This is an optimization exercise on Yosys and OpenROAD, whose aim is a short achievable clock period and few clock cycles per item, not a production implementation. Function was checked by simulation only, so behaviour that the tests miss may differ from the original. No run shown here takes its clock network from TritonCTS; it comes from the design's own scripts or RTL. No driver is modelled on the clock port, so clock power and skew are understated where the tree is cut down; a real chip needs a root buffer or a tree. Power figures rest on the tool's default switching activity, not on a simulated workload.

### design/flow/flow/run.sh
#!/bin/bash
# Standard ORFS layout, except that the clock tree is built by
# flow/clock_tree.tcl (two buffer levels) in place of TritonCTS.
set -euo pipefail
here=$(pwd)
FLOW_LEAF_MAX=16 bash standard.sh finish "PRE_CTS_TCL=$here/flow/clock_tree.tcl" > standard.log 2>&1
### design/flow/flow/clock_tree.tcl
# Sourced by ORFS's cts.tcl before its clock tree step (PRE_CTS_TCL). It
# replaces clock_tree_synthesis with a two-level tree of clkbuf_16 cells
# built here: the clock port drives 4 root buffers, each root drives the
# leaf buffers of one quarter of the flip-flops, and each leaf buffer drives
# a compact cluster of at most LEAF_MAX flip-flops. Every flip-flop is behind
# exactly two buffers, so the tree is balanced by construction; the rest of
# cts.tcl (legalisation, timing repair) runs unchanged.

proc my_tree_split {pts max} {
  # pts: list of {x y iterm}. Cut along the longer side into
  # ceil(n / max) parts of near-equal size, by recursive cuts in proportion
  # to the number of parts on each side. Returns a list of parts.
  set n [llength $pts]
  set parts [expr {($n + $max - 1) / $max}]
  if {$parts <= 1} { return [list $pts] }
  set xs [lsort -integer [lmap p $pts {lindex $p 0}]]
  set ys [lsort -integer [lmap p $pts {lindex $p 1}]]
  set w [expr {[lindex $xs end] - [lindex $xs 0]}]
  set h [expr {[lindex $ys end] - [lindex $ys 0]}]
  set k [expr {$w >= $h ? 0 : 1}]
  set s [lsort -integer -index $k $pts]
  set p1 [expr {$parts / 2}]
  set cut [expr {($n * $p1 + $parts / 2) / $parts}]
  set m1 [expr {($cut + $p1 - 1) / $p1}]
  set m2 [expr {($n - $cut + ($parts - $p1) - 1) / ($parts - $p1)}]
  return [concat [my_tree_split [lrange $s 0 [expr {$cut - 1}]] $m1] \
                 [my_tree_split [lrange $s $cut end] $m2]]
}

proc my_tree_centroid {pts} {
  set sx 0; set sy 0
  foreach p $pts { set sx [expr {$sx + [lindex $p 0]}]; set sy [expr {$sy + [lindex $p 1]}] }
  set n [llength $pts]
  return [list [expr {$sx / $n}] [expr {$sy / $n}]]
}

proc my_tree_buffer {block master name xy} {
  set inst [odb::dbInst_create $block $master $name]
  set w [[$inst getMaster] getWidth]
  set h [[$inst getMaster] getHeight]
  $inst setLocation [expr {[lindex $xy 0] - $w / 2}] [expr {[lindex $xy 1] - $h / 2}]
  $inst setPlacementStatus PLACED
  return $inst
}

proc my_tree_net {block name} {
  set net [odb::dbNet_create $block $name]
  $net setSigType CLOCK
  return $net
}

catch {rename clock_tree_synthesis my_orig_clock_tree_synthesis}
proc clock_tree_synthesis {args} {
  set leaf_max 12
  if {[info exists ::env(FLOW_LEAF_MAX)]} { set leaf_max $::env(FLOW_LEAF_MAX) }
  set block [ord::get_db_block]
  set master [[ord::get_db] findMaster sky130_fd_sc_hd__clkbuf_16]
  set clk [$block findNet clk]
  set sinks {}
  foreach it [$clk getITerms] {
    set xy [$it getAvgXY]
    if {[lindex $xy 0] == 0} {
      set loc [[$it getInst] getLocation]
      set xy [list 1 [lindex $loc 0] [lindex $loc 1]]
    }
    lappend sinks [list [lindex $xy 1] [lindex $xy 2] $it]
  }
  puts "bench clock tree: [llength $sinks] sinks on clk"
  # four quarters of equal size, then clusters inside each
  set quarters [my_tree_split $sinks [expr {([llength $sinks] + 3) / 4}]]
  if {[llength $quarters] != 4} { error "expected 4 quarters, got [llength $quarters]" }
  set q 0
  set nleaf 0
  foreach quarter $quarters {
    set clusters [my_tree_split $quarter $leaf_max]
    set leaf_xy {}
    set rnet [my_tree_net $block "clknet_root_$q"]
    foreach cl $clusters {
      set xy [my_tree_centroid $cl]
      lappend leaf_xy $xy
      set leaf [my_tree_buffer $block $master "clkbuf_leaf_${q}_$nleaf" $xy]
      set lnet [my_tree_net $block "clknet_leaf_${q}_$nleaf"]
      foreach p $cl {
        set it [lindex $p 2]
        $it disconnect
        $it connect $lnet
      }
      [$leaf findITerm X] connect $lnet
      [$leaf findITerm A] connect $rnet
      incr nleaf
    }
    set root [my_tree_buffer $block $master "clkbuf_root_$q" [my_tree_centroid $leaf_xy]]
    [$root findITerm X] connect $rnet
    [$root findITerm A] connect $clk
    puts "bench clock tree: root $q drives [llength $clusters] leaf buffers"
    incr q
  }
  puts "bench clock tree: $nleaf leaf buffers"
  set_propagated_clock [all_clocks]
}
### design/flow/standard.sh
#!/bin/bash
# synth_recipe.tcl (not shown) runs the flow's synth.tcl, then flattens the netlist and writes it again
# the make line also repeats each setting of config.mk as NAME=value (left out here)
make -C /OpenROAD-flow-scripts/flow DESIGN_CONFIG=/design/flow/config.mk WORK_HOME=/design/flow/orfs CLKGATE_MAP_FILE= SYNTH_SCRIPT=/design/flow/synth_recipe.tcl "${@:-finish}"
### design/flow/config.mk
export PLATFORM = sky130hd
export DESIGN_NAME = bmem_line_adapter
export DESIGN_NICKNAME = bmem_line_adapter
export VERILOG_FILES = /design/flow/design.v
export SDC_FILE = /design/flow/constraint.sdc
export NUM_CORES = 4
export LEC_CHECK = 0
export CAP_MARGIN = 20
export CORE_AREA = 5 5 355 355
export DIE_AREA = 0 0 360 360
export SETUP_SLACK_MARGIN = 3.1
export SLEW_MARGIN = 20
export SYNTH_HIERARCHICAL = 1
export SYNTH_MINIMUM_KEEP_SIZE = 0
### design/flow/constraint.sdc
create_clock -name core_clock -period 5.0 [get_ports {clk}]
set_input_delay 1.0000 -clock core_clock [delete_from_list [all_inputs] [get_ports {clk}]]
set_output_delay 1.0000 -clock core_clock [all_outputs]
set_load 0.01 [all_outputs]
### design/flow/design.v
package bmem_pkg;
    localparam int BEAT_W      = 64;
    localparam int BEATS       = 4;
    localparam int LINE_W      = BEAT_W * BEATS;
    localparam int OFFSET_BITS = 5;
endpackage
module rr_arbiter2 (
    input  logic req_i,
    input  logic req_d,
    input  logic last_d,
    output logic gnt_d,
    output logic any_req
);
    assign gnt_d   = req_d & (~req_i | ~last_d);
    assign any_req = req_i | req_d;
endmodule
module bmem_line_adapter #(
    parameter int ADDR_W = 32,
    parameter int BEAT_W = 64,
    parameter int BEATS  = 4
) (
    input  logic                      clk,
    input  logic                      rst,
    input  logic [ADDR_W-1:0]         i_addr,
    input  logic                      i_read,
    output logic [BEAT_W*BEATS-1:0]   i_rdata,
    output logic                      i_resp,
    input  logic [ADDR_W-1:0]         d_addr,
    input  logic                      d_read,
    input  logic                      d_write,
    input  logic [BEAT_W*BEATS-1:0]   d_wdata,
    output logic [BEAT_W*BEATS-1:0]   d_rdata,
    output logic                      d_resp,
    output logic [ADDR_W-1:0]         bmem_addr,
    output logic                      bmem_read,
    output logic                      bmem_write,
    output logic [BEAT_W-1:0]         bmem_wdata,
    input  logic                      bmem_ready,
    input  logic [ADDR_W-1:0]         bmem_raddr,
    input  logic [BEAT_W-1:0]         bmem_rdata,
    input  logic                      bmem_rvalid
);
    localparam int LINE_W = BEAT_W * BEATS;
    localparam int CNT_W  = $clog2(BEATS);
    localparam int OFS    = bmem_pkg::OFFSET_BITS;
    localparam int LA_W   = ADDR_W - OFS;
    localparam logic [CNT_W-1:0] LAST_BEAT = CNT_W'(BEATS - 1);
    logic               i_rq, d_rq, d_wr_q;
    logic               rreq_q, rwait_q, wr_q;
    logic               idle;
    logic [CNT_W-1:0]   rcnt_q, wcnt_q;
    logic               cur_d_q, last_d_q, i_taken_q, d_taken_q;
    logic [LA_W-1:0]    la_q;         
    logic [LA_W-1:0]    rd_la_q;      
    logic [BEAT_W-1:0]  wdata_q;
    logic               i_resp_q, d_resp_q;
    logic [BEAT_W-1:0]  rdata_q, top_i_q, top_d_q;
    logic               hit_q;
    logic [CNT_W-1:0]   hidx_q;
    logic [LINE_W-BEAT_W-1:0] asm_i_q, asm_d_q;
    logic               pend_i, pend_d, nxt_d, nxt_valid, nxt_wr;
    logic [LA_W-1:0]    nxt_la;
    logic               wr_last, wr_done;
    assign pend_i = i_rq & ~i_taken_q;
    assign pend_d = d_rq & ~d_taken_q;
    rr_arbiter2 u_arb (
        .req_i   (pend_i),
        .req_d   (pend_d),
        .last_d  (last_d_q),
        .gnt_d   (nxt_d),
        .any_req (nxt_valid)
    );
    assign nxt_wr = nxt_d & d_wr_q;
    assign nxt_la = nxt_d ? d_addr[ADDR_W-1:OFS] : i_addr[ADDR_W-1:OFS];
    assign idle   = ~(rreq_q | rwait_q | wr_q);
    localparam int NS_W = 14;
    function automatic logic [NS_W-1:0] ctl_next(
        input logic             rdy,
        input logic             ev,
        input logic             rreq, rwait, wr,
        input logic [CNT_W-1:0] rcnt, wcnt,
        input logic             cur_d, last_d, i_taken, d_taken, i_resp, d_resp,
        input logic             nvalid, nd, nwr
    );
        logic             hit, rd_done, wr_done, start;
        logic             n_rreq, n_wr, n_rwait, n_cur_d, n_last_d, n_i_taken, n_d_taken;
        logic             n_i_resp, n_d_resp;
        logic [CNT_W-1:0] n_rcnt, n_wcnt;
        hit       = rwait & ev;
        rd_done   = hit & (rcnt == LAST_BEAT);
        wr_done   = wr & (wcnt == LAST_BEAT) & rdy;
        start     = nvalid & (~(rreq | rwait | wr) | rd_done | wr_done);
        n_rreq    = (rreq & ~rdy) | (start & ~nwr);
        n_wr      = (wr & ~wr_done) | (start & nwr);
        n_rwait   = (rreq & rdy) | (rwait & ~rd_done);
        n_rcnt    = rwait ? rcnt + CNT_W'(hit) : '0;
        n_wcnt    = wr ? wcnt + CNT_W'(rdy) : '0;
        n_cur_d   = start ? nd : cur_d;
        n_last_d  = start ? nd : last_d;
        n_i_taken = (start & ~nd) | (i_taken & ~i_resp);
        n_d_taken = (start & nd) | (d_taken & ~d_resp);
        n_i_resp  = rd_done & ~cur_d;
        n_d_resp  = (rd_done & cur_d) | wr_done;
        ctl_next = {n_rreq, n_wr, n_rwait, n_rcnt, n_wcnt, n_cur_d, n_last_d,
                    n_i_taken, n_d_taken, n_i_resp, n_d_resp, hit};
    endfunction
    logic             ev;
    logic [NS_W-1:0]  ns_00, ns_01, ns_10, ns_11, ns;
    logic             hit_d;
    localparam int EQ_N = ADDR_W / 8;
    logic [ADDR_W-1:0] rd_addr;
    logic [EQ_N-1:0]   eq_part;
    assign rd_addr = {rd_la_q, {OFS{1'b0}}};
    for (genvar g = 0; g < EQ_N; g++) begin : g_eq
        bmem_eq8 u_eq (
            .a  (bmem_raddr[8*g +: 8]),
            .b  (rd_addr[8*g +: 8]),
            .eq (eq_part[g])
        );
    end
    assign ev = bmem_rvalid & (&eq_part);
    assign ns_00 = ctl_next(1'b0, 1'b0, rreq_q, rwait_q, wr_q, rcnt_q, wcnt_q, cur_d_q, last_d_q,
                            i_taken_q, d_taken_q, i_resp_q, d_resp_q, nxt_valid, nxt_d, nxt_wr);
    assign ns_01 = ctl_next(1'b0, 1'b1, rreq_q, rwait_q, wr_q, rcnt_q, wcnt_q, cur_d_q, last_d_q,
                            i_taken_q, d_taken_q, i_resp_q, d_resp_q, nxt_valid, nxt_d, nxt_wr);
    assign ns_10 = ctl_next(1'b1, 1'b0, rreq_q, rwait_q, wr_q, rcnt_q, wcnt_q, cur_d_q, last_d_q,
                            i_taken_q, d_taken_q, i_resp_q, d_resp_q, nxt_valid, nxt_d, nxt_wr);
    assign ns_11 = ctl_next(1'b1, 1'b1, rreq_q, rwait_q, wr_q, rcnt_q, wcnt_q, cur_d_q, last_d_q,
                            i_taken_q, d_taken_q, i_resp_q, d_resp_q, nxt_valid, nxt_d, nxt_wr);
    assign ns = ev ? (bmem_ready ? ns_11 : ns_01) : (bmem_ready ? ns_10 : ns_00);
    assign wr_last = wr_q & (wcnt_q == LAST_BEAT);
    assign wr_done = wr_last & bmem_ready;
    logic bmem_read_o, bmem_write_o, i_resp_o, d_resp_o;
    always_ff @(posedge clk) begin
        if (rst) begin
            i_rq      <= 1'b0;
            d_rq      <= 1'b0;
            d_wr_q    <= 1'b0;
            rreq_q    <= 1'b0;
            rwait_q   <= 1'b0;
            wr_q      <= 1'b0;
            rcnt_q    <= '0;
            wcnt_q    <= '0;
            cur_d_q   <= 1'b0;
            last_d_q  <= 1'b0;
            i_taken_q <= 1'b0;
            d_taken_q <= 1'b0;
            i_resp_q  <= 1'b0;
            d_resp_q  <= 1'b0;
            hit_q     <= 1'b0;
            hidx_q    <= '0;
        end else begin
            i_rq      <= i_read & ~i_resp_q;
            d_rq      <= (d_read | d_write) & ~d_resp_q;
            d_wr_q    <= d_write;
            {rreq_q, wr_q, rwait_q, rcnt_q, wcnt_q, cur_d_q, last_d_q,
             i_taken_q, d_taken_q, i_resp_q, d_resp_q, hit_q} <= ns;
            hidx_q    <= rcnt_q;
        end
    end
    always_ff @(posedge clk or posedge rst) begin
        if (rst) begin
            bmem_read_o  <= 1'b0;
            bmem_write_o <= 1'b0;
            i_resp_o     <= 1'b0;
            d_resp_o     <= 1'b0;
        end else begin
            bmem_read_o  <= ns[NS_W-1];
            bmem_write_o <= ns[NS_W-2];
            i_resp_o     <= ns[2];
            d_resp_o     <= ns[1];
        end
    end
    logic [LA_W-1:0]    cur_la;
    logic               la_hold;
    logic [CNT_W-1:0]   wbeat;
    assign cur_la  = cur_d_q ? d_addr[ADDR_W-1:OFS] : i_addr[ADDR_W-1:OFS];
    assign la_hold = (rreq_q & ~bmem_ready) | (wr_q & ~wr_done);
    assign wbeat   = wr_q ? wcnt_q + CNT_W'(bmem_ready) : '0;
    always_ff @(posedge clk) begin
        la_q    <= la_hold ? cur_la : nxt_la;
        rd_la_q <= cur_la;
        wdata_q <= d_wdata[wbeat*BEAT_W +: BEAT_W];
        rdata_q <= bmem_rdata;
        top_i_q <= rwait_q ? bmem_rdata : rdata_q;
        top_d_q <= rwait_q ? bmem_rdata : top_i_q;
        for (int k = 0; k < BEATS-1; k++) begin
            if (hit_q && hidx_q == CNT_W'(k)) begin
                asm_i_q[k*BEAT_W +: BEAT_W] <= rdata_q;
                asm_d_q[k*BEAT_W +: BEAT_W] <= rdata_q;
            end else begin
                asm_i_q[k*BEAT_W +: BEAT_W] <= asm_d_q[k*BEAT_W +: BEAT_W];
                asm_d_q[k*BEAT_W +: BEAT_W] <= asm_i_q[k*BEAT_W +: BEAT_W];
            end
        end
    end
    assign bmem_addr  = {la_q, {OFS{1'b0}}};
    assign bmem_read  = bmem_read_o;
    assign bmem_write = bmem_write_o;
    assign bmem_wdata = wdata_q;
    assign i_resp     = i_resp_o;
    assign d_resp     = d_resp_o;
    assign i_rdata    = {top_i_q, asm_i_q};
    assign d_rdata    = {top_d_q, asm_d_q};
endmodule
module bmem_eq8 (
    input  logic [7:0] a,
    input  logic [7:0] b,
    output logic       eq
);
    assign eq = (a == b);
endmodule
==> results.ini, run 1 <==
[synthesis]
ys_seq_area_frac = 0.631
synth_cell_types = 48
edff_count_synth = 0
top_reg_cell_synth = dfxtp_1
async_reset_ff_frac = 0.00559
synth.ff_latch_count = 716
number_of_instances_in_the_synthesized_netlist = 2338
syn-cell-area_um2 = 22700
synth.yosys.warnings = 7
avgSynthCellArea_um2 = 9.73

[timing]
final-max-slew-violation-count = 0
report.final.hold_viol_count = 0
post-route-min-period_ns = 2.05
setup_repair_after_global_routing_missed_its_margin = yes
fin_worst_skew_ns = 0.0472
aggregate_negative_setup_slack_ns = 0
highest_achievable_clock_rate_ghz = 0.488
finalSetupViolations = 0
worstMarginPinSlew_ns = 0.965
slew-limit-headroom = 0.357
fin_crit_sh = 0.410

[cells_and_area]
final-instance-count-excl-fill = 5032
design.final.nets = 3816
layout-drive-gt1-share = 0.432
syn2layout_area_growth_pct = 65.9
postLayoutCoreUtil = 0.310

[place]
routabilityCongestion = 0.961
dp_hpwl_um = 105000
port_buffers = 1019
placed_cells = 4895

[drt]
detail_route.vias_per_cell = 4.06
drc = 0
detail_route.wirelength_um = 132000
drt_pass1_iterations = 6
wl_met2_um = 61000
wl_met3_um = 13000
met1Wirelength_um = 55300
routed-via-count = 20500
highest_layer = met5
drtAntennaViolNets = 0
drt-wirelength-per-cell_um = 26.3
drt_iter0_markers = 1527

[floorplan]
design.die.area_um2 = 130000
design.portCount = 1035
die_height_um = 360
placement_rows = 128
placeableCoreArea_um2 = 122000
initial_utilization = 0.187
die-width_um = 360

[pwr]
power.density_cell_area_nw_per_um2 = 302
totalPowerFinal_w = 0.0114
vdd.ir_drop.worst_uv = 268
leakage_nw = 17.7

[status]
result_of_the_run = finished clean

[grt]
pin_count_of_the_biggest_net_entering_global_routing = 129
antenna_found_initial = 84
grtUsageTotal = 0.188
vias_in_the_first_global_route = 19700
wire_length_of_the_first_global_routing_pass_um = 171000
globalRouteOverflowTotal = 0

[setup_path]
critical_path_fanout_max = 4
setup.worst_path.end_class = register
worst-r2r-cell-count = 4
setup.reg_to_reg.worst_slack_ns = 3.15
timing.critical_path.required_ns = 5.40
data_arrival_time_of_the_critical_path_ns = 2.45
critPathKind = input port to register
setup.worst_path.start_class = input port

[worst_hold_path]
hold-path-cell-count = 1
timing.hold.worst.class = register to register

[job]
cap_violations = 0

[clock_network]
clk_pin_slew_worst_paths_ns = 0.07
worst_skew_pair.late_latency_ns = 0.44

[cell type report]
cell class                      count  area, um^2
Antenna cell                       18        45.0
Buffer                             52        1300
Fill cell                       12600       84000
Inverter                          130         492
Multi-Input combinational cell   1403        8000
Sequential cell                   716       15100
Tap cell                         1625        2030
Timing Repair Buffer             1088       10800
[sequential cells by signal, summed over array words and instances (netlist names), 2 cells and up]
signal	flops
wcnt_q	2
top_d_q	64
rdata_q	64
rd_la_q	27
la_q	27
asm_i_q	192
top_i_q	64
wdata_q	64
hidx_q	2
rcnt_q	2
asm_d_q	192
[critical path, stage by stage]
cell,delay [ns]
buf_8,0.11
xnor2_4,0.14
nand4_1,0.23
nor2_2,0.22
nand4_1,0.17
nor2_4,0.23
o2111ai_2,0.13
a21bo_2,0.21
[synthesized netlist by cell type (2+ instances only)]
| library cell | n | area, um^2 |
|---|---|---|
| clkbuf_1 | 84 | 315 |
| buf_12 | 2 | 40.0 |
| mux2_2 | 34 | 383 |
| xnor2_1 | 33 | 289 |
| and3_1 | 2 | 12.5 |
| dfxtp_1 | 712 | 14300 |
| mux4_2 | 64 | 1440 |
| buf_1 | 9 | 33.8 |
| or2_2 | 2 | 12.5 |
| xor2_1 | 3 | 26.3 |
| nor2b_1 | 6 | 37.5 |
| and3b_1 | 2 | 17.5 |
| nor3_1 | 3 | 15.0 |
| nand2_1 | 1029 | 3860 |
| nor3b_1 | 2 | 15.0 |
| o21ai_0 | 131 | 656 |
| mux2_4 | 20 | 300 |
| nand4_1 | 11 | 68.8 |
| dfrtp_1 | 4 | 100 |
| ha_1 | 2 | 25.0 |
| buf_2 | 8 | 40.0 |
| and2_1 | 3 | 18.8 |
| buf_4 | 5 | 37.5 |
| nor2_1 | 13 | 48.8 |
| nand3b_1 | 3 | 22.5 |
| inv_1 | 129 | 484 |
[cell families after synthesis]
| family | after synthesis | share of synthesized area |
|---|---|---|
| AOI/OAI and AO/OA | 141 | 0.0329 |
| buffers and inverters | 239 | 0.0425 |
| DFF | 716 | 0.631 |
| adders and majority gates | 2 | 0.00110 |
| and+or+nand+nor | 1083 | 0.184 |
| other | 1 | 0.000165 |
| muxes | 120 | 0.0948 |
| xor gates and xnor gates | 36 | 0.0139 |
[per-module statistics from Yosys (local to each module, per instance)]
module	flops+latches	area [um^2]
rr_arbiter2	0	13.8
bmem_eq8	0	86.3
bmem_line_adapter	716	22400
[stage by stage]
step	cell area (um^2)	hold slack, ns	setup slack (ns)
floorplan	23000	0.388	2.80
global placement	34800	0.411	1.51
CTS	36500	0.416	2.81
finish	37700	0.418	2.95
detailed placement	34800	0.406	1.51
global route	37700	0.448	2.92
[placed cells by master (no fill, tap or decap), types with 3 or more instances in the layout]
cell	count
clkbuf_16	53
dfxtp_1	184
clkbuf_2	7
dfxtp_4	34
clkdlybuf4s15_1	3
buf_6	446
dfrtp_1	4
nand2_1	1028
buf_2	147
buf_8	12
buf_12	16
and2_1	3
xnor2_2	18
o21ai_0	128
nand3b_1	3
buf_4	72
dfxtp_2	494
nand4_1	11
clkdlybuf4s50_1	378
diode_2	18
mux2_2	27
nor2_2	3
xnor2_1	14
conb_1	10
inv_1	128
nor2_1	8
nand2_8	8
mux2_4	27
dlygate4sd2_1	3
nor2b_1	6
mux4_2	64
[repair_timing]
item,CTS,global route
pin swaps,43,45
setup endpoints to repair,905,742
gates resized for setup,3652,319
buffers inserted,35,18
hold buffers,0,0
cloned,9,5
[where the power goes]
part	internal (W)	switching (W)	total [W]
Combinational	0.000840	0.000581	0.00142
Clock	0.00183	0.00196	0.00379
Sequential	0.00598	0.000188	0.00616
[final timing paths]
check                                          start               endpoint
worst max-delay path                  bmem_raddr[13]  last_d_q$_SDFFE_PP0P_
worst min register to register   d_resp_q$_SDFF_PP0_        d_rq$_SDFF_PP0_
min in group asynchronous                        rst  bmem_read_o$_DFF_PP0_
max in group asynchronous                        rst     d_resp_o$_DFF_PP0_
worst min-delay path             d_resp_q$_SDFF_PP0_        d_rq$_SDFF_PP0_
worst max register to register  hidx_q[1]$_SDFF_PP0_    asm_i_q[93]$_DFF_P_
[per-layer routing]
| metal | GRT usage | vias to the layer above |
|---|---|---|
| met1 | 0.244 | 9843 |
| met4 | 0.0354 | 16 |
| met5 | 0 | - |
| met2 | 0.310 | 973 |
| met3 | 0.0611 | 172 |
| li1 | - | 9450 |
Testbench counts, summed over its fixed seeds: cycles 31,485, items 4,800.
==> inputs of run 2 (changes only) <==
--- a/design/flow/config.mk
+++ b/design/flow/config.mk
@@ -10,3 +10,3 @@
 export DIE_AREA = 0 0 360 360
-export SETUP_SLACK_MARGIN = 3.1
+export SETUP_SLACK_MARGIN = 2.9
 export SLEW_MARGIN = 20
==> run 2 against run 1 <==
Effect of this change:
- utilization down 1.6 points
- wire length fell by 0.80%
- power down 1.8%
- area after synthesis unchanged
- clock skew fell by 0.017 ns
- fmax decreased by 7.2%
- via count down 3.7%
- first-iteration DRC count down 11%
- die area unchanged
- sequential share of layout area is 0.21 points higher
- cell count fell by 0.95%
- highest routed layer unchanged
==> results.ini, run 2 <==
[status]
result_of_the_run = finished clean  ; unchanged

[timing]
report.final.hold_viol_count = 0  ; unchanged
highest_achievable_clock_rate_ghz = 0.452  ; was 0.488 GHz
worstMarginPinSlew_ns = 1.02  ; was 0.965 ns
setup_repair_after_global_routing_missed_its_margin = yes  ; unchanged
slew-limit-headroom = 0.319  ; was 0.357
post-route-min-period_ns = 2.21  ; was 2.05 ns
final-max-slew-violation-count = 0  ; unchanged
finalSetupViolations = 0  ; unchanged
fin_crit_sh = 0.442  ; was 0.410
aggregate_negative_setup_slack_ns = 0  ; unchanged
fin_worst_skew_ns = 0.0298  ; was 0.0472 ns

[cells_and_area]
mostFrequentLayoutCell = nand2_1  ; unchanged
fillers = 12800  ; was 12,600
final_area_um2 = 35800  ; was 37,700 um^2
design.final.nets = 3763  ; was 3,816
layout-drive-gt1-share = 0.127  ; was 0.432
most-common-layout-cells = nand2_1 (1,028), dfxtp_1 (696), clkdlybuf4s50_1 (380)  ; was nand2_1 (1,028), dfxtp_2 (494), buf_6 (446)
registers_with_the_most_flip_flops = asm_d_q: 192 flops, asm_i_q: 192 flops  ; unchanged
syn2layout_area_growth_pct = 57.2  ; was 65.9%

[drt]
detail_route.vias_per_cell = 3.95  ; was 4.06
drt-wirelength-per-cell_um = 26.4  ; was 26.3 um
drt_iter0_markers = 1356  ; was 1,527
drt_pass1_iterations = 6  ; unchanged
detail_route.wirelength_um = 131000  ; was 132,000 um
drtAntennaViolNets = 0  ; unchanged
drc = 0  ; unchanged
routed-via-count = 19700  ; was 20,500

[clock_network]
clk_pin_slew_worst_paths_ns = 0.07  ; about the same
holdBufCountCts = 0  ; unchanged
worst_skew_pair.late_latency_ns = 0.43  ; was 0.44 ns

[grt]
globalRouteOverflowTotal = 0  ; unchanged
vias_in_the_first_global_route = 19300  ; was 19,700
pin_count_of_the_biggest_net_entering_global_routing = 129  ; unchanged
antenna_found_initial = 81  ; was 84
grtUsageTotal = 0.192  ; was 0.188
wire_length_of_the_first_global_routing_pass_um = 173000  ; was 171,000 um

[synthesis]
async_reset_ff_frac = 0.00559  ; unchanged
synth.yosys.warnings = 7  ; unchanged
ys_seq_area_frac = 0.631  ; unchanged
synth_cell_types = 48  ; unchanged
synth_top_area_share = 0.627  ; unchanged
top_reg_cell_synth = dfxtp_1  ; unchanged
avgSynthCellArea_um2 = 9.73  ; unchanged
synth_top_cells_by_area = dfxtp_1 (63%), nand2_1 (17%), mux4_2 (6.3%)  ; unchanged
number_of_instances_in_the_synthesized_netlist = 2338  ; unchanged
syn-cell-area_um2 = 22700  ; unchanged
synth_top_cell_by_area = dfxtp_1  ; unchanged
synth.ff_latch_count = 716  ; unchanged
synth_commonest_cells = nand2_1 (1,029), dfxtp_1 (712), o21ai_0 (131)  ; unchanged
edff_count_synth = 0  ; unchanged
yosys.cell_count.top_type = nand2_1  ; unchanged

[setup_path]
critPathKind = input port to register  ; unchanged
critical_path_fanout_max = 4  ; unchanged
setup.worst_path.start_class = input port  ; unchanged
critical_path.top_delay_family = simple AND/OR/NAND/NOR gates  ; unchanged
critical_path.slowest_cell = nand4_1  ; unchanged
worst-r2r-cell-count = 4  ; unchanged
timing.critical_path.required_ns = 5.38  ; was 5.40 ns
worst_path_largest_cell_delay_ns = 0.33  ; was 0.23 ns
data_arrival_time_of_the_critical_path_ns = 2.59  ; was 2.45 ns
setup.worst_path.end_class = register  ; unchanged
critical_path.n_buffers_inverters = 1  ; unchanged
crit_path_cell_trace = buf_6 > xnor2_2 > nand4_1 > nor2_4 > nand4_1 > nor2_4 > o2111ai_2 > a21bo_2  ; was buf_8 > xnor2_4 > nand4_1 > nor2_2 > nand4_1 > nor2_4 > o2111ai_2 > a21bo_2
critical_path_depth = 8  ; unchanged

[floorplan]
die-width_um = 360  ; unchanged
placement_rows = 128  ; unchanged
design.die.area_um2 = 130000  ; unchanged
initial_utilization = 0.187  ; unchanged
die_height_um = 360  ; unchanged
design.portCount = 1035  ; unchanged
placeableCoreArea_um2 = 122000  ; unchanged

[pwr]
leakage_nw = 17.3  ; was 17.7 nW
vdd.ir_drop.worst_uv = 249  ; was 268 uV
totalPowerFinal_w = 0.0112  ; was 0.0114 W
power.density_cell_area_nw_per_um2 = 313  ; was 302 nW/um^2

[place]
detailed_place.area_um2 = 34800  ; about the same
routabilityCongestion = 0.913  ; was 0.961
port_buffers = 1019  ; unchanged
dp_hpwl_um = 108000  ; was 105,000 um

[job]
cap_violations = 0  ; unchanged

[worst_hold_path]
timing.hold.worst.class = register to register  ; unchanged
hold-path-cell-count = 1  ; unchanged

[run 2: cell count changes in the layout (fill, tap and decap cells not counted), moves of 50 or more]
cell | previous run | this run
buf_4 | 72 | 22
clkdlybuf4s15_1 | 3 | 106
dfxtp_2 | 494 | 12
clkdlybuf4s15_2 | 1 | 73
dfxtp_1 | 184 | 696
buf_6 | 446 | 9
dlygate4sd2_1 | 3 | 359
buf_2 | 147 | 57
[run 2: modules after synthesis (local to each module, per instance)]
module / times used / cells inside / cell area [um^2] / flip-flops and latches
bmem_line_adapter: 1 / 2292 / 22400 / 716
bmem_eq8: 4 / 11 / 86.3 / 0
rr_arbiter2: 1 / 2 / 13.8 / 0
[run 2: area by class of cell]
type	count	area, um^2	share of cell area
flip-flops and latches	716	14400	0.402
repair buffers	1042	9700	0.271
multi-input cells	1396	7790	0.218
well taps	1625	2030	0.0569
plain buffers	52	1300	0.0364
inverters	130	488	0.0136
diodes	23	57.6	0.00161
[run 2: worst paths after layout]
kind                            slack (ns)                 start                      to
worst max-delay path                  2.79         bmem_raddr[3]   last_d_q$_SDFFE_PP0P_
worst min-delay path                  0.42   i_resp_q$_SDFF_PP0_         i_rq$_SDFF_PP0_
max in group asynchronous             3.92                   rst  bmem_write_o$_DFF_PP0_
worst min register to register        0.42   i_resp_q$_SDFF_PP0_         i_rq$_SDFF_PP0_
min in group asynchronous             0.82                   rst      i_resp_o$_DFF_PP0_
worst max register to register        2.84  hidx_q[1]$_SDFF_PP0_    asm_d_q[107]$_DFF_P_
[run 2: stage by stage]
step,hold slack [ns],util,setup WS [ns],cells
finish,0.420,0.294,2.79,4984
global route,0.446,0.293,2.70,4966
CTS,0.414,0.293,2.72,4959
detailed placement,0.419,0.286,1.34,4894
global placement,0.410,0.286,1.35,4894
floorplan,0.388,-,2.80,2347
[run 2: power breakdown]
group	leakage [nW]	internal, W	switching [W]
sequential	5.91	0.00596	0.000171
clock	0.641	0.00183	0.00197
combinational	10.8	0.000697	0.000541
[run 2: layer usage]
layer  global-route usage  vias up  routed length [um]
li1                     -     9344                   -
met1                0.249     9372               56200
met2                0.319      818               61200
met3               0.0601      144               11700
met4               0.0312       20                2220
met5                    0        -                 106
[run 2: kinds of logic (layout without fill, tap and decap cells)]
group / Yosys count / after routing / synth area share
flip-flops: 716 / 716 / 0.631
AO/OA/AOI/OAI: 141 / 141 / 0.0329
adder cells (fa/ha/maj): 2 / 2 / 0.00110
buffers and inverters: 239 / 1224 / 0.0425
AND/OR/NAND/NOR: 1083 / 1087 / 0.184
XOR/XNOR: 36 / 36 / 0.0139
other: 1 / 33 / 0.000165
multiplexers: 120 / 120 / 0.0948
[run 2: timing repair]
action / 4_1_cts / 5_1_grt
resized for setup: 1197 / 99
pin swaps: 35 / 23
buffers inserted: 9 / 2
setup endpoints to repair: 789 / 228
gates cloned: 4 / 0
==> inputs of run 3 (changes only) <==
--- a/design/flow/config.mk
+++ b/design/flow/config.mk
@@ -10,3 +10,3 @@
 export DIE_AREA = 0 0 360 360
-export SETUP_SLACK_MARGIN = 2.9
+export SETUP_SLACK_MARGIN = 3.8
 export SLEW_MARGIN = 20
==> run 3 against run 2 <==
Effect of this change:
- via count up 7.8%
- cell count up 2.8%
- highest routed layer unchanged
- fmax down 1.8%
- utilization up 4.4 points
- register-to-register slack better by 0.18 ns
- combinational power up 48%
==> results.ini, run 3 <==
[status]
result_of_the_run = finished clean  ; unchanged

[setup_path]
setup.reg_to_reg.worst_slack_ns = 3.02  ; was 2.84 ns
crit_path_frequent_cell = nand4_1
critical_path_fanout_max = 4  ; unchanged
critPathCapture = last_d_q$_SDFFE_PP0P_  ; unchanged
timing.critical_path.required_ns = 5.39  ; was 5.38 ns
worst-r2r-cell-count = 7  ; was 4
critPathKind = input port to register  ; unchanged
crit_path_cell_trace = buf_6 > xnor2_2 > nand4_1 > nor2_2 > nand4_1 > nor2_4 > o2111ai_2 > a21bo_2  ; was buf_6 > xnor2_2 > nand4_1 > nor2_4 > nand4_1 > nor2_4 > o2111ai_2 > a21bo_2
data_arrival_time_of_the_critical_path_ns = 2.64  ; was 2.59 ns
setup.worst_path.end_class = register  ; unchanged
cp-startpoint = bmem_raddr[26]  ; was bmem_raddr[3]
worstReg2RegEnd = last_d_q$_SDFFE_PP0P_  ; was asm_d_q[107]$_DFF_P_
setup.worst_path.start_class = input port  ; unchanged
timing.rr.start = rd_la_q[22]$_DFF_P_  ; was hidx_q[1]$_SDFF_PP0_
critical_path.slowest_cell = nand4_1  ; unchanged
worst_path_largest_cell_delay_ns = 0.35  ; was 0.33 ns

[grt]
wire_length_of_the_first_global_routing_pass_um = 182000  ; was 173,000 um
globalRouteOverflowTotal = 0  ; unchanged
antenna_found_initial = 110  ; was 81
grtUsageTotal = 0.203  ; was 0.192
pin_count_of_the_biggest_net_entering_global_routing = 129  ; unchanged
vias_in_the_first_global_route = 20200  ; was 19,300

[synthesis]
top_reg_cell_synth = dfxtp_1  ; unchanged
synth_top_area_share = 0.627  ; unchanged
number_of_instances_in_the_synthesized_netlist = 2338  ; unchanged
synth_top_cell_by_area = dfxtp_1  ; unchanged
synth_cell_types = 48  ; unchanged
avgSynthCellArea_um2 = 9.73  ; unchanged
synth_commonest_cells = nand2_1 (1,029), dfxtp_1 (712), o21ai_0 (131)  ; unchanged
synth_top_cells_by_area = dfxtp_1 (63%), nand2_1 (17%), mux4_2 (6.3%)  ; unchanged
synth.ff_latch_count = 716  ; unchanged
ys_seq_area_frac = 0.631  ; unchanged
async_reset_ff_frac = 0.00559  ; unchanged
edff_count_synth = 0  ; unchanged
synth.yosys.warnings = 7  ; unchanged
syn-cell-area_um2 = 22700  ; unchanged
yosys.cell_count.top_type = nand2_1  ; unchanged

[cells_and_area]
layout-drive-gt1-share = 0.496  ; was 0.127
design.final.nets = 3891  ; was 3,763
final-instance-count-excl-fill = 5122  ; was 4,984
registers_with_the_most_flip_flops = asm_d_q: 192 flops, asm_i_q: 192 flops  ; unchanged
syn2layout_area_growth_pct = 80.5  ; was 57.2%
most-common-layout-cells = nand2_1 (963), buf_6 (604), dfxtp_2 (549)  ; was nand2_1 (1,028), dfxtp_1 (696), clkdlybuf4s50_1 (380)
mostFrequentLayoutCell = nand2_1  ; unchanged

[floorplan]
design.portCount = 1035  ; unchanged
design.die.area_um2 = 130000  ; unchanged
placeableCoreArea_um2 = 122000  ; unchanged
die-width_um = 360  ; unchanged
initial_utilization = 0.187  ; unchanged
placement_rows = 128  ; unchanged
die_height_um = 360  ; unchanged

[drt]
detail_route.wirelength_um = 143000  ; was 131,000 um
met1Wirelength_um = 52100  ; was 56,200 um
highest_layer = met5  ; unchanged
drc = 0  ; unchanged
detail_route.vias_per_cell = 4.14  ; was 3.95
drt_pass1_iterations = 5  ; was 6
drt-wirelength-per-cell_um = 27.9  ; was 26.4 um
routed-via-count = 21200  ; was 19,700
wl_met3_um = 14000  ; was 11,700 um
drt_iter0_markers = 1650  ; was 1,356
wl_met2_um = 70800  ; was 61,200 um
drtAntennaViolNets = 0  ; unchanged

[clock_network]
holdBufCountCts = 0  ; unchanged
worst_skew_pair.late_latency_ns = 0.45  ; was 0.43 ns
clk_pin_slew_worst_paths_ns = 0.08  ; was 0.07 ns

[timing]
fin_worst_skew_ns = 0.0387  ; was 0.0298 ns
final-max-slew-violation-count = 0  ; unchanged
slew-limit-headroom = 0.463  ; was 0.319
post-route-min-period_ns = 2.25  ; was 2.21 ns
fin_crit_sh = 0.450  ; was 0.442
finalSetupViolations = 0  ; unchanged
report.final.hold_viol_count = 0  ; unchanged
highest_achievable_clock_rate_ghz = 0.444  ; was 0.452 GHz
aggregate_negative_setup_slack_ns = 0  ; unchanged
setup_repair_after_global_routing_missed_its_margin = yes  ; unchanged
worstMarginPinSlew_ns = 0.806  ; was 1.02 ns

[pwr]
leakage_nw = 19.5  ; was 17.3 nW
power.density_cell_area_nw_per_um2 = 290  ; was 313 nW/um^2
totalPowerFinal_w = 0.0119  ; was 0.0112 W
vdd.ir_drop.worst_uv = 272  ; was 249 uV

[place]
placed_cells = 4896  ; was 4,894
dp_hpwl_um = 106000  ; was 108,000 um
routabilityCongestion = 0.952  ; was 0.913
port_buffers = 1019  ; unchanged

[job]
cap_violations = 0  ; unchanged

[worst_hold_path]
timing.hold.worst.class = register to register  ; unchanged

-- run 3: cell counts after synthesis --
No cell type changed its count.
-- run 3: worst min-delay path by stage --
stage | startpoint | end | slack, ns | cells past startpoint
global route | asm_i_q[84]$_DFF_P_ | asm_d_q[84]$_DFF_P_ | 0.42 | 2
floorplan | d_resp_q$_SDFF_PP0_ | d_rq$_SDFF_PP0_ | 0.40 | 1
CTS | asm_i_q[84]$_DFF_P_ | asm_d_q[84]$_DFF_P_ | 0.43 | 2
finish | asm_i_q[26]$_DFF_P_ | asm_d_q[26]$_DFF_P_ | 0.43 | 2
global placement | asm_i_q[61]$_DFF_P_ | asm_d_q[61]$_DFF_P_ | 0.41 | 2
detailed placement | asm_i_q[54]$_DFF_P_ | asm_d_q[54]$_DFF_P_ | 0.42 | 2
-- run 3: per-module statistics from Yosys (local to each module, per instance) --
module	flops+latches	cell area (um^2)	cells inside
bmem_eq8	0	86.3	11
bmem_line_adapter	716	22400	2292
rr_arbiter2	0	13.8	2
-- run 3: per-stage QoR --
step	instance area, um^2	setup WS [ns]	util	hold WS (ns)
finish	41100	2.75	0.337	0.435
global route	41000	2.73	0.337	0.424
CTS	40100	2.72	0.329	0.427
detailed placement	36100	1.53	0.296	0.417
global placement	36100	1.56	0.296	0.414
floorplan	24500	2.80	-	0.399
-- run 3: area by class of cell --
cell class	instances	area [um^2]
Tap cell	1625	2030
Multi-Input combinational cell	1405	8840
Inverter	130	492
Antenna cell	33	82.6
Fill cell	12300	80600
Buffer	52	1300
Sequential cell	716	15300
Timing Repair Buffer	1161	13100
-- run 3: repair_timing --
item | 4_1_cts | 5_1_grt
resized for setup | 3822 | 92
buffers inserted | 68 | 26
gates cloned | 31 | 16
endpoints found under the setup margin | 1276 | 1227
pin swaps | 38 | 44
-- run 3: kinds of logic after synthesis --
kind of cell,after synthesis,synth area share
compound gates,141,0.0329
xor+xnor,36,0.0139
flops,716,0.631
other cells,1,0.000165
fa+ha+maj,2,0.00110
simple gates,1083,0.184
mux,120,0.0948
buf+inv,239,0.0425
-- run 3: critical path, delay by kind of cell --
| kind | cells | cell delay (ns) |
|---|---|---|
| compound gates | 2 | 0.34 |
| xor+xnor | 1 | 0.14 |
| buf+inv | 1 | 0.10 |
| simple gates | 4 | 1.03 |
-- run 3: routing by layer --
metal,GRT usage,vias up
met4,0.0548,28
met2,0.366,1011
met1,0.226,10200
met5,0,-
met3,0.0755,278
li1,-,9662
-- run 3: power by group --
group,leakage [nW],internal (W),switching (W),total [W]
Clock,0.641,0.00183,0.00204,0.00387
Combinational,12.7,0.00107,0.000759,0.00183
Sequential,6.13,0.00598,0.000212,0.00619
Total,19.5,0.00888,0.00301,0.0119
==> inputs of run 4 (changes only) <==
--- a/design/flow/config.mk
+++ b/design/flow/config.mk
@@ -10,3 +10,3 @@
 export DIE_AREA = 0 0 360 360
-export SETUP_SLACK_MARGIN = 3.8
+export SETUP_SLACK_MARGIN = 4.2
 export SLEW_MARGIN = 20
==> run 4 against run 3 <==
Effect of this change:
- still clean
- combinational power rose by 3%
- clock skew down 0.013 ns
- fmax is 12% higher
- sequential share of layout area down 5.5 points
- first-iteration DRC count shrank 12%
- largest power group unchanged
- setup slack improved by 0.24 ns
- largest cell class is now buffers
- synthesized cell count is the same
- cell count is 4.7% higher
- die area is the same
- area after synthesis is the same
- wire length grew 4.0%
- design area up 18%
==> results.ini, run 4 <==
[synthesis]
number_of_instances_in_the_synthesized_netlist = 2338  ; unchanged
synth_cell_types = 48  ; unchanged
ys_seq_area_frac = 0.631  ; unchanged
yosys.cell_count.top_type = nand2_1  ; unchanged
synth_top_cells_by_area = dfxtp_1 (63%), nand2_1 (17%), mux4_2 (6.3%)  ; unchanged
synth_fa_ha_area_frac = 0.00110  ; unchanged
synth_top_area_share = 0.627  ; unchanged
synth_xor_area_frac = 0.0139  ; unchanged
synth_simple_gate_area_share = 0.184  ; unchanged
syn-cell-area_um2 = 22700  ; unchanged
synth_commonest_cells = nand2_1 (1,029), dfxtp_1 (712), o21ai_0 (131)  ; unchanged
async_reset_ff_frac = 0.00559  ; unchanged
synth-compound-area-share = 0.0329  ; unchanged
avgSynthCellArea_um2 = 9.73  ; unchanged
synth_top_family_by_area = simple AND/OR/NAND/NOR gates  ; unchanged
synth_top_cell_by_area = dfxtp_1  ; unchanged
edff_count_synth = 0  ; unchanged
synthMuxAreaShare = 0.0948  ; unchanged
synth.yosys.warnings = 7  ; unchanged
synth.ff_latch_count = 716  ; unchanged
top_reg_cell_synth = dfxtp_1  ; unchanged

[setup_path]
critical_path.n_buffers_inverters = 1  ; unchanged
setup.reg_to_reg.worst_slack_ns = 3.16  ; was 3.02 ns
worst_path_largest_cell_delay_ns = 0.24  ; was 0.35 ns
data_arrival_time_of_the_critical_path_ns = 2.39  ; was 2.64 ns
setup.worst_path.end_class = register  ; unchanged
setup.worst_path.start_class = input port  ; unchanged
critical_path.slowest_cell = nor2_4  ; was nand4_1
critical_path_fanout_max = 4  ; unchanged
critical_path.top_delay_family = simple AND/OR/NAND/NOR gates  ; unchanged
timing.critical_path.required_ns = 5.38  ; was 5.39 ns
crit_path_cell_trace = buf_8 > xnor2_4 > nand4_1 > nor2_2 > nand4_1 > nor2_4 > o2111ai_2 > a21bo_2  ; was buf_6 > xnor2_2 > nand4_1 > nor2_2 > nand4_1 > nor2_4 > o2111ai_2 > a21bo_2
crit_path_frequent_cell = nand4_1  ; unchanged
critPathKind = input port to register  ; unchanged

[job]
cap_violations = 0  ; unchanged

[grt]
antenna_found_initial = 25  ; was 110
vias_in_the_first_global_route = 21700  ; was 20,200
pin_count_of_the_biggest_net_entering_global_routing = 30  ; was 129
grtUsageTotal = 0.206  ; was 0.203
globalRouteOverflowTotal = 0  ; unchanged
wire_length_of_the_first_global_routing_pass_um = 187000  ; was 182,000 um

[timing]
final-max-slew-violation-count = 0  ; unchanged
slew-limit-headroom = 0.605  ; was 0.463
worstMarginPinSlew_ns = 0.592  ; was 0.806 ns
aggregate_negative_setup_slack_ns = 0  ; unchanged
finalSetupViolations = 0  ; unchanged
setup_repair_after_global_routing_missed_its_margin = yes  ; unchanged
post-route-min-period_ns = 2.01  ; was 2.25 ns
highest_achievable_clock_rate_ghz = 0.497  ; was 0.444 GHz
report.final.hold_viol_count = 0  ; unchanged
fin_hold_ws_ns = 0.435  ; about the same
fin_crit_sh = 0.403  ; was 0.450
fin_worst_skew_ns = 0.0262  ; was 0.0387 ns

[cells_and_area]
most-common-layout-cells = buf_6 (666), dfxtp_2 (531), nand2_4 (368)  ; was nand2_1 (963), buf_6 (604), dfxtp_2 (549)
final_area_um2 = 48400  ; was 41,100 um^2
fillers = 11400  ; was 12,300
layout-drive-gt1-share = 0.751  ; was 0.496
registers_with_the_most_flip_flops = asm_d_q: 192 flops, asm_i_q: 192 flops  ; unchanged
postLayoutCoreUtil = 0.398  ; was 0.337
mostFrequentLayoutCell = buf_6  ; was nand2_1
design.final.nets = 4153  ; was 3,891
syn2layout_area_growth_pct = 113  ; was 80.5%

[place]
routabilityCongestion = 0.947  ; was 0.952
dp_hpwl_um = 94100  ; was 106,000 um
port_buffers = 1019  ; unchanged
detailed_place.area_um2 = 36900  ; was 36,100 um^2

[floorplan]
die-width_um = 360  ; unchanged
placeableCoreArea_um2 = 122000  ; unchanged
die_height_um = 360  ; unchanged
design.die.area_um2 = 130000  ; unchanged
placement_rows = 128  ; unchanged
design.portCount = 1035  ; unchanged
initial_utilization = 0.187  ; unchanged

[status]
result_of_the_run = finished clean  ; unchanged

[drt]
detail_route.vias_per_cell = 4.23  ; was 4.14
drc = 0  ; unchanged
drt_iter0_markers = 1447  ; was 1,650
routed-via-count = 22700  ; was 21,200
drtAntennaViolNets = 0  ; unchanged
drt-wirelength-per-cell_um = 27.7  ; was 27.9 um
drt_pass1_iterations = 5  ; unchanged
detail_route.wirelength_um = 149000  ; was 143,000 um

[worst_hold_path]
timing.hold.worst.class = register to register  ; unchanged

[clock_network]
clk_pin_slew_worst_paths_ns = 0.07  ; was 0.08 ns
worst_skew_pair.late_latency_ns = 0.44  ; was 0.45 ns
holdBufCountCts = 0  ; unchanged

[pwr]
power.density_cell_area_nw_per_um2 = 246  ; was 290 nW/um^2
vdd.ir_drop.worst_uv = 235  ; was 272 uV
leakage_nw = 22.9  ; was 19.5 nW

==> run 4: cell counts after synthesis <==
No cell type changed its count.
==> run 4: cell type report <==
| type | instances | area, um^2 | share of cell area |
|---|---|---|---|
| sequential | 716 | 15300 | 0.316 |
| multi-input combinational | 1411 | 12500 | 0.258 |
| inverter | 130 | 492 | 0.0102 |
| tap | 1625 | 2030 | 0.0420 |
| timing repair buffer | 1417 | 16700 | 0.346 |
| antenna | 12 | 30.0 | 0.000620 |
| buffer | 52 | 1300 | 0.0269 |
==> run 4: path summary, 6_finish.rpt <==
kind	cells after the start	startpoint	endpoint
max in group asynchronous	4	rst	bmem_read_o$_DFF_PP0_
worst max register to register	7	wcnt_q[0]$_SDFF_PP0_	la_q[6]$_DFF_P_
worst min register to register	1	d_resp_q$_SDFF_PP0_	d_rq$_SDFF_PP0_
worst max-delay path	8	bmem_raddr[1]	last_d_q$_SDFFE_PP0P_
min in group asynchronous	3	rst	i_resp_o$_DFF_PP0_
worst min-delay path	1	d_resp_q$_SDFF_PP0_	d_rq$_SDFF_PP0_
==> run 4: report_power, final <==
group / leakage, nW / switching (W) / internal, W / total, W
Combinational: 16.2 / 0.000771 / 0.00111 / 0.00188
Sequential: 6.14 / 0.000249 / 0.00597 / 0.00622
Clock: 0.641 / 0.00198 / 0.00183 / 0.00381
==> run 4: kinds of logic after synthesis <==
group                      count (synthesis)
DFF                                      716
adders and majority gates                  2
buffers and inverters                    239
AOI/OAI and AO/OA                        141
other                                      1
xor gates and xnor gates                  36
and+or+nand+nor                         1083
muxes                                    120
==> run 4: repair_timing <==
item,4_1_cts,5_1_grt
cloned,97,11
setup endpoints to repair,1327,1270
pin swaps,403,407
gates resized for setup,4670,689
endpoints found under the hold margin,0,0
setup buffers,137,153
==> run 4: Yosys stat by module, one instance, submodules excluded <==
| module | cells inside | flip-flops and latches |
|---|---|---|
| rr_arbiter2 | 2 | 0 |
| bmem_line_adapter | 2292 | 716 |
| bmem_eq8 | 11 | 0 |
==> run 4: through the flow <==
stage | power [W] | setup slack, ns | std cells
3_5_place_dp | 0.00777 | 1.31 | 4901
6_report | 0.0119 | 2.99 | 5363
3_3_place_gp | 0.00777 | 1.34 | 4901
2_1_floorplan | 0.00677 | 2.80 | 2347
5_1_grt | 0.0123 | 2.94 | 5356
4_1_cts | 0.0119 | 2.97 | 5187
==> run 4: metal layers <==
metal / wire length, um / global-route usage / vias up
met5: 123 / 0 / -
met4: 6350 / 0.0607 / 18
met3: 14000 / 0.0750 / 271
met2: 75100 / 0.371 / 969
met1: 53100 / 0.229 / 11200
li1: - / - / 10200
==> inputs of run 5 (changes only) <==
--- a/design/flow/config.mk
+++ b/design/flow/config.mk
@@ -10,3 +10,3 @@
 export DIE_AREA = 0 0 360 360
-export SETUP_SLACK_MARGIN = 4.2
+export SETUP_SLACK_MARGIN = 3.5
 export SLEW_MARGIN = 20
==> run 5 against run 4 <==
Effect of this change:
- largest cell class is now flip-flops and latches
- largest power group unchanged
- flip-flop and latch count is the same
- power shrank 3.4%
- synthesized cell count is the same
- combinational power shrank 21%
- highest routed layer unchanged
==> results.ini, run 5 <==
[pwr]
power.share.clock = 0.333  ; was 0.320
p_int_w = 0.00872  ; was 0.00891 W
vdd.ir_drop.worst_uv = 228  ; was 235 uV
p_sw_w = 0.00278  ; was 0.00300 W
sequentialPowerShare = 0.539  ; was 0.523
pwr-share-comb = 0.129  ; was 0.158
totalPowerFinal_w = 0.0115  ; was 0.0119 W
leakage_nw = 19.2  ; was 22.9 nW
netSwitchingFraction = 0.242  ; was 0.252
power.density_cell_area_nw_per_um2 = 274  ; was 246 nW/um^2

[grt]
wire_length_of_the_first_global_routing_pass_um = 178000  ; was 187,000 um
globalRouteOverflowTotal = 0  ; unchanged
pin_count_of_the_biggest_net_entering_global_routing = 76  ; was 30
antenna_found_initial = 67  ; was 25
grtUsageTotal = 0.197  ; was 0.206
vias_in_the_first_global_route = 19900  ; was 21,700

[cells_and_area]
layout-drive-gt1-share = 0.552  ; was 0.751
multi_input_comb_area_um2 = 9390  ; was 12,500 um^2
mostFrequentLayoutCell = nand2_1  ; was buf_6
syn2layout_area_growth_pct = 84.8  ; was 113%
registers_with_the_most_flip_flops = asm_d_q: 192 flops, asm_i_q: 192 flops  ; unchanged
fillers = 12100  ; was 11,400
final_area_um2 = 42000  ; was 48,400 um^2
most-common-layout-cells = nand2_1 (748), buf_6 (591), dfxtp_2 (564)  ; was buf_6 (666), dfxtp_2 (531), nand2_4 (368)
design.final.nets = 3954  ; was 4,153
layout.area.seq_um2 = 15100  ; was 15,300 um^2

[timing]
timing.final.ws_setup_ns = 2.98  ; was 2.99 ns
slew-limit-headroom = 0.529  ; was 0.605
final-max-slew-violation-count = 0  ; unchanged
report.final.hold_viol_count = 0  ; unchanged
setup_repair_after_global_routing_missed_its_margin = yes  ; unchanged
fin_worst_skew_ns = 0.0481  ; was 0.0262 ns
aggregate_negative_setup_slack_ns = 0  ; unchanged
highest_achievable_clock_rate_ghz = 0.495  ; was 0.497 GHz
post-route-min-period_ns = 2.02  ; was 2.01 ns
worstMarginPinSlew_ns = 0.707  ; was 0.592 ns
finalSetupViolations = 0  ; unchanged
fin_hold_ws_ns = 0.405  ; was 0.435 ns
fin_crit_sh = 0.404  ; was 0.403

[synthesis]
async_reset_ff_frac = 0.00559  ; unchanged
synth.yosys.warnings = 7  ; unchanged
top_reg_cell_synth = dfxtp_1  ; unchanged
avgSynthCellArea_um2 = 9.73  ; unchanged
synth_commonest_cells = nand2_1 (1,029), dfxtp_1 (712), o21ai_0 (131)  ; unchanged
synth_cell_types = 48  ; unchanged
synth_top_cells_by_area = dfxtp_1 (63%), nand2_1 (17%), mux4_2 (6.3%)  ; unchanged
ys_seq_area_frac = 0.631  ; unchanged
yosys.cell_count.top_type = nand2_1  ; unchanged
synth.ff_latch_count = 716  ; unchanged
number_of_instances_in_the_synthesized_netlist = 2338  ; unchanged
synth_top_area_share = 0.627  ; unchanged
edff_count_synth = 0  ; unchanged
syn-cell-area_um2 = 22700  ; unchanged
synth_top_cell_by_area = dfxtp_1  ; unchanged

[drt]
drc = 0  ; unchanged
detail_route.vias_per_cell = 4.10  ; was 4.23
drtAntennaViolNets = 0  ; unchanged
routed-via-count = 21200  ; was 22,700
drt_pass1_iterations = 5  ; unchanged
drt_iter0_markers = 1695  ; was 1,447
drt-wirelength-per-cell_um = 28.0  ; was 27.7 um
detail_route.wirelength_um = 145000  ; was 149,000 um

[setup_path]
timing.critical_path.required_ns = 4.00  ; was 5.38 ns
critPathKind = register to output port  ; was input port to register
data_arrival_time_of_the_critical_path_ns = 1.02  ; was 2.39 ns
setup.worst_path.end_class = output port  ; was register
critical_path_fanout_max = 1  ; was 4
crit_path_cell_trace = buf_6  ; was buf_8 > xnor2_4 > nand4_1 > nor2_2 > nand4_1 > nor2_4 > o2111ai_2 > a21bo_2
setup.worst_path.start_class = register  ; was input port
critical_path.top_delay_family = flip-flops  ; was simple AND/OR/NAND/NOR gates
critical_path.slowest_cell = dfrtp_1  ; was nor2_4
worst_path_largest_cell_delay_ns = 0.42  ; was 0.24 ns
critical_path.n_buffers_inverters = 1  ; unchanged

[place]
place_ws_ns = 1.51  ; was 1.31 ns
dp_hpwl_um = 102000  ; was 94,100 um
port_buffers = 1019  ; unchanged
detailed_place.area_um2 = 34800  ; was 36,900 um^2
routabilityCongestion = 0.933  ; was 0.947

[floorplan]
die-width_um = 360  ; unchanged
die_height_um = 360  ; unchanged
placeableCoreArea_um2 = 122000  ; unchanged
design.die.area_um2 = 130000  ; unchanged
placement_rows = 128  ; unchanged
initial_utilization = 0.187  ; unchanged
design.portCount = 1035  ; unchanged

[clock_network]
worst_skew_pair.late_latency_ns = 0.44  ; about the same
clk_pin_slew_worst_paths_ns = 0.08  ; was 0.07 ns

[status]
result_of_the_run = finished clean  ; unchanged

[job]
cap_violations = 0  ; unchanged

[worst_hold_path]
timing.hold.worst.class = register to register  ; unchanged

-- run 5: cell counts after synthesis --
Identical to the previous run, type by type.
-- run 5: final timing paths --
kind / start / end / slack, ns / depth (start not counted)
max: i_resp_o$_DFF_PP0_ / i_resp / 2.98 / 1
min: i_resp_q$_SDFF_PP0_ / i_rq$_SDFF_PP0_ / 0.40 / 1
max reg2reg: wcnt_q[1]$_SDFF_PP0_ / la_q[26]$_DFF_P_ / 3.11 / 8
min reg2reg: i_resp_q$_SDFF_PP0_ / i_rq$_SDFF_PP0_ / 0.40 / 1
max in group asynchronous: rst / i_resp_o$_DFF_PP0_ / 4.09 / 4
min in group asynchronous: rst / d_resp_o$_DFF_PP0_ / 0.72 / 3
-- run 5: power by group through the flow --
stage	logic (W)	registers, W	clock network (W)
finish	0.00148	0.00619	0.00383
global route	0.00156	0.00622	0.00413
CTS	0.00145	0.00618	0.00393
detailed placement	0.00134	0.00627	0
global placement	0.00134	0.00627	0
floorplan	0.000343	0.00630	0
-- run 5: area by class of cell --
type	count	area share
Sequential cell	716	0.360
Multi-Input combinational cell	1404	0.223
Antenna cell	20	0.00119
Tap cell	1625	0.0484
Inverter	130	0.0117
Timing Repair Buffer	1225	0.324
Buffer	52	0.0310
-- run 5: what timing repair did --
action | in CTS | in global routing
endpoints found under the setup margin | 1203 | 1065
resized for setup | 4190 | 464
hold buffers | 0 | 0
buffers inserted | 78 | 69
gates cloned | 28 | 30
pin swaps | 157 | 254
-- run 5: logic make-up after synthesis --
group	after synthesis	synth area share
buffers and inverters	239	0.0425
DFF	716	0.631
AOI/OAI and AO/OA	141	0.0329
other	1	0.000165
xor gates and xnor gates	36	0.0139
muxes	120	0.0948
adders and majority gates	2	0.00110
and+or+nand+nor	1083	0.184
-- run 5: modules after synthesis (local to each module, per instance) --
module | cell area, um^2 | flops+latches
bmem_eq8 | 86.3 | 0
bmem_line_adapter | 22400 | 716
rr_arbiter2 | 13.8 | 0
-- run 5: through the flow --
| stage | util | instances |
|---|---|---|
| after detailed placement | 0.286 | 4895 |
| final | 0.345 | 5172 |
| after CTS | 0.323 | 5053 |
| after global routing | 0.345 | 5154 |
| after global placement | 0.286 | 4895 |
| after floorplan | - | 2347 |
-- run 5: metal layers --
metal | up-vias | global-route usage | share of wire | routed length, um
met2 | 921 | 0.339 | 0.48 | 69700
met3 | 168 | 0.0522 | 0.077 | 11100
li1 | 9749 | - | - | -
met4 | 12 | 0.0269 | 0.019 | 2760
met1 | 10400 | 0.255 | 0.42 | 61300
met5 | - | 0 | 0.00052 | 75
==> inputs of run 6 (changes only) <==
--- a/design/flow/design.v
+++ b/design/flow/design.v
@@ -132,4 +132,3 @@
     assign wr_done = wr_last & bmem_ready;
-    logic bmem_read_o, bmem_write_o, i_resp_o, d_resp_o;
-    always_ff @(posedge clk) begin
+    always_ff @(posedge clk or posedge rst) begin
         if (rst) begin
@@ -160,15 +159,2 @@
     end
-    always_ff @(posedge clk or posedge rst) begin
-        if (rst) begin
-            bmem_read_o  <= 1'b0;
-            bmem_write_o <= 1'b0;
-            i_resp_o     <= 1'b0;
-            d_resp_o     <= 1'b0;
-        end else begin
-            bmem_read_o  <= ns[NS_W-1];
-            bmem_write_o <= ns[NS_W-2];
-            i_resp_o     <= ns[2];
-            d_resp_o     <= ns[1];
-        end
-    end
     logic [LA_W-1:0]    cur_la;
@@ -197,7 +183,7 @@
     assign bmem_addr  = {la_q, {OFS{1'b0}}};
-    assign bmem_read  = bmem_read_o;
-    assign bmem_write = bmem_write_o;
+    assign bmem_read  = rreq_q;
+    assign bmem_write = wr_q;
     assign bmem_wdata = wdata_q;
-    assign i_resp     = i_resp_o;
-    assign d_resp     = d_resp_o;
+    assign i_resp     = i_resp_q;
+    assign d_resp     = d_resp_q;
     assign i_rdata    = {top_i_q, asm_i_q};
==> run 6 against run 5 <==
Effect of this change:
- still clean
- critical path depth is the same
- first-iteration DRC count down 15%
- setup slack worse by 0.074 ns
- die area unchanged
- global-route usage grew 3.1 points
- register-to-register slack got worse by 0.13 ns
- largest power group unchanged
- highest routed layer unchanged
==> results.ini, run 6 <==
[status]
result_of_the_run = finished clean  ; unchanged

[cells_and_area]
syn2layout_area_growth_pct = 97.0  ; was 84.8%
fillers = 12000  ; was 12,100
most-common-layout-cells = buf_6 (599), dfxtp_2 (566), nand2_1 (468)  ; was nand2_1 (748), buf_6 (591), dfxtp_2 (564)
registers_with_the_most_flip_flops = asm_d_q: 192 flops, asm_i_q: 192 flops  ; unchanged
layout-drive-gt1-share = 0.640  ; was 0.552
design.final.nets = 4009  ; was 3,954
mostFrequentLayoutCell = buf_6  ; was nand2_1

[synthesis]
synth_commonest_cells = nand2_1 (1,027), dfxtp_1 (694), inv_1 (134)  ; was nand2_1 (1,029), dfxtp_1 (712), o21ai_0 (131)
synth_top_cell_by_area = dfxtp_1  ; unchanged
edff_count_synth = 0  ; unchanged
syn-cell-area_um2 = 22600  ; was 22,700 um^2
number_of_instances_in_the_synthesized_netlist = 2323  ; was 2,338
synth_top_cells_by_area = dfxtp_1 (62%), nand2_1 (17%), mux4_2 (6.4%)  ; was dfxtp_1 (63%), nand2_1 (17%), mux4_2 (6.3%)
synth_cell_types = 41  ; was 48
synth_top_area_share = 0.616  ; was 0.627
synth.yosys.warnings = 7  ; unchanged
yosys.cell_count.top_type = nand2_1  ; unchanged
async_reset_ff_frac = 0.0253  ; was 0.00559
ys_seq_area_frac = 0.636  ; was 0.631
top_reg_cell_synth = dfxtp_1  ; unchanged
avgSynthCellArea_um2 = 9.71  ; was 9.73 um^2
synth.ff_latch_count = 712  ; was 716

[timing]
worstMarginPinSlew_ns = 0.702  ; was 0.707 ns
timing.final.ws_setup_ns = 2.91  ; was 2.98 ns
report.final.hold_viol_count = 0  ; unchanged
slew-limit-headroom = 0.531  ; was 0.529
fin_worst_skew_ns = 0.0505  ; was 0.0481 ns
finalSetupViolations = 0  ; unchanged
setup_repair_after_global_routing_missed_its_margin = yes  ; unchanged
fin_crit_sh = 0.419  ; was 0.404
aggregate_negative_setup_slack_ns = 0  ; unchanged
final-max-slew-violation-count = 0  ; unchanged
post-route-min-period_ns = 2.09  ; was 2.02 ns
highest_achievable_clock_rate_ghz = 0.478  ; was 0.495 GHz

[drt]
routed-via-count = 21900  ; was 21,200
drtAntennaViolNets = 0  ; unchanged
drt-wirelength-per-cell_um = 30.5  ; was 28.0 um
detail_route.vias_per_cell = 4.19  ; was 4.10
drt_iter0_markers = 1443  ; was 1,695
detail_route.wirelength_um = 159000  ; was 145,000 um
drc = 0  ; unchanged
drt_pass1_iterations = 5  ; unchanged

[grt]
wire_length_of_the_first_global_routing_pass_um = 201000  ; was 178,000 um
gr-max-usage-layer = met2  ; unchanged
met3_usage = 0.0709  ; was 0.0522
antenna_found_initial = 83  ; was 67
pin_count_of_the_biggest_net_entering_global_routing = 76  ; unchanged
global_route.usage.met1 = 0.270  ; was 0.255
globalRouteOverflowTotal = 0  ; unchanged
grtUsageTotal = 0.229  ; was 0.197
vias_in_the_first_global_route = 21200  ; was 19,900
grt_use_met2 = 0.394  ; was 0.339

[setup_path]
data_arrival_time_of_the_critical_path_ns = 1.09  ; was 1.02 ns
critPathCapture = bmem_write  ; was i_resp
critical_path_fanout_max = 2  ; was 1
critical_path.n_buffers_inverters = 1  ; unchanged
setup.worst_path.end_class = output port  ; unchanged
cp-startpoint = wr_q$_DFF_PP0_  ; was i_resp_o$_DFF_PP0_
timing.critical_path.required_ns = 4.00  ; about the same
worstReg2RegEnd = la_q[5]$_DFF_P_  ; was la_q[26]$_DFF_P_
critPathKind = register to output port  ; unchanged
setup.worst_path.start_class = register  ; unchanged
worst-r2r-cell-count = 6  ; was 8
critical_path.top_delay_family = flip-flops  ; unchanged
setup.reg_to_reg.worst_slack_ns = 2.98  ; was 3.11 ns
timing.rr.start = wr_q$_DFF_PP0_  ; was wcnt_q[1]$_SDFF_PP0_
crit_path_cell_trace = buf_6  ; unchanged
critical_path_depth = 1  ; unchanged
critical_path.slowest_cell = dfrtp_4  ; was dfrtp_1
worst_path_largest_cell_delay_ns = 0.50  ; was 0.42 ns

[floorplan]
placement_rows = 128  ; unchanged
design.portCount = 1035  ; unchanged
initial_utilization = 0.185  ; was 0.187
die-width_um = 360  ; unchanged
die_height_um = 360  ; unchanged
placeableCoreArea_um2 = 122000  ; unchanged
design.die.area_um2 = 130000  ; unchanged

[clock_network]
holdBufCountCts = 0  ; unchanged
worst_skew_pair.late_latency_ns = 0.46  ; was 0.44 ns
clk_pin_slew_worst_paths_ns = 0.09  ; was 0.08 ns

[pwr]
power.density_cell_area_nw_per_um2 = 241  ; was 274 nW/um^2
leakage_nw = 20.9  ; was 19.2 nW
vdd.ir_drop.worst_uv = 280  ; was 228 uV
totalPowerFinal_w = 0.0107  ; was 0.0115 W

[place]
place_ws_ns = 1.33  ; was 1.51 ns
routabilityCongestion = 0.899  ; was 0.933
dp_hpwl_um = 112000  ; was 102,000 um
port_buffers = 1019  ; unchanged

[job]
cap_violations = 0  ; unchanged

[worst_hold_path]
hold-path-cell-count = 2  ; was 1
timing.hold.worst.class = register to register  ; unchanged

[run 6: area by class of cell]
cell class                 count  area, um^2  share of cell area
antenna                       28        70.1             0.00158
buffer                        52        1300              0.0293
inverter                     134         507              0.0114
multi-input combinational   1396       10700               0.241
sequential                   712       15100               0.341
tap                         1625        2030              0.0458
timing repair buffer        1288       14700               0.331
[run 6: logic make-up (layout without fill, tap and decap cells)]
| family | after synthesis | in the layout | synth area share |
|---|---|---|---|
| simple gates | 1070 | 1088 | 0.182 |
| flops | 712 | 712 | 0.636 |
| buf+inv | 242 | 1474 | 0.0423 |
| compound gates | 139 | 139 | 0.0317 |
| mux | 121 | 121 | 0.0925 |
| xor+xnor | 36 | 36 | 0.0140 |
| fa+ha+maj | 2 | 2 | 0.00111 |
| other cells | 1 | 38 | 0.000166 |
[run 6: Yosys stat by module (local to each module, per instance)]
module	cells	cell area, um^2	copies in the design
rr_arbiter2	2	13.8	1
bmem_eq8	11	86.3	4
bmem_line_adapter	2277	22200	1
[run 6: how the worst min path moves through the flow]
stage               slack, ns                    to             startpoint
global route             0.43   asm_i_q[40]$_DFF_P_    asm_d_q[40]$_DFF_P_
finish                   0.43   asm_i_q[40]$_DFF_P_    asm_d_q[40]$_DFF_P_
floorplan                0.39   hidx_q[0]$_DFF_PP0_  rcnt_q[0]$_DFFE_PP0P_
global placement         0.42   hidx_q[0]$_DFF_PP0_  rcnt_q[0]$_DFFE_PP0P_
CTS                      0.42  asm_i_q[175]$_DFF_P_   asm_d_q[175]$_DFF_P_
detailed placement       0.43   hidx_q[0]$_DFF_PP0_  rcnt_q[0]$_DFFE_PP0P_
[run 6: timing repair]
item / 4_1_cts / 5_1_grt
buffers inserted: 130 / 68
pin swaps: 277 / 303
resized for setup: 4552 / 679
gates cloned: 64 / 8
endpoints found under the setup margin: 1166 / 1097
[run 6: report_power, final]
part           leakage [nW]  total (W)  switching, W  internal [W]
clock                 0.641    0.00387       0.00203       0.00183
sequential             6.13    0.00597      0.000162       0.00581
combinational          14.1   0.000865      0.000300      0.000565
[run 6: stage by stage]
step | cell area [um^2] | utilization | hold WS (ns) | std cells
finish | 44400 | 0.365 | 0.433 | 5235
global route | 44400 | 0.365 | 0.434 | 5226
CTS | 41300 | 0.340 | 0.421 | 5131
detailed placement | 34800 | 0.286 | 0.426 | 4885
global placement | 34800 | 0.286 | 0.420 | 4885
floorplan | 22900 | - | 0.394 | 2332
[run 6: metal layers]
metal	routed length (um)	up-vias
li1	-	9869
met4	7020	10
met2	77000	996
met3	13300	237
met5	68	-
met1	62100	10800
Testbench counts of run 6, summed over its fixed seeds: cycles 31,485, items 4,800.

Check on run 6: ideal ports give 2.907 ns setup slack; a clkbuf_16 on the clock port and buf_2 on the inputs give 2.752 ns; moving port delays by the midpoint clock arrival (0.587 ns) as well gives 2.528 ns.
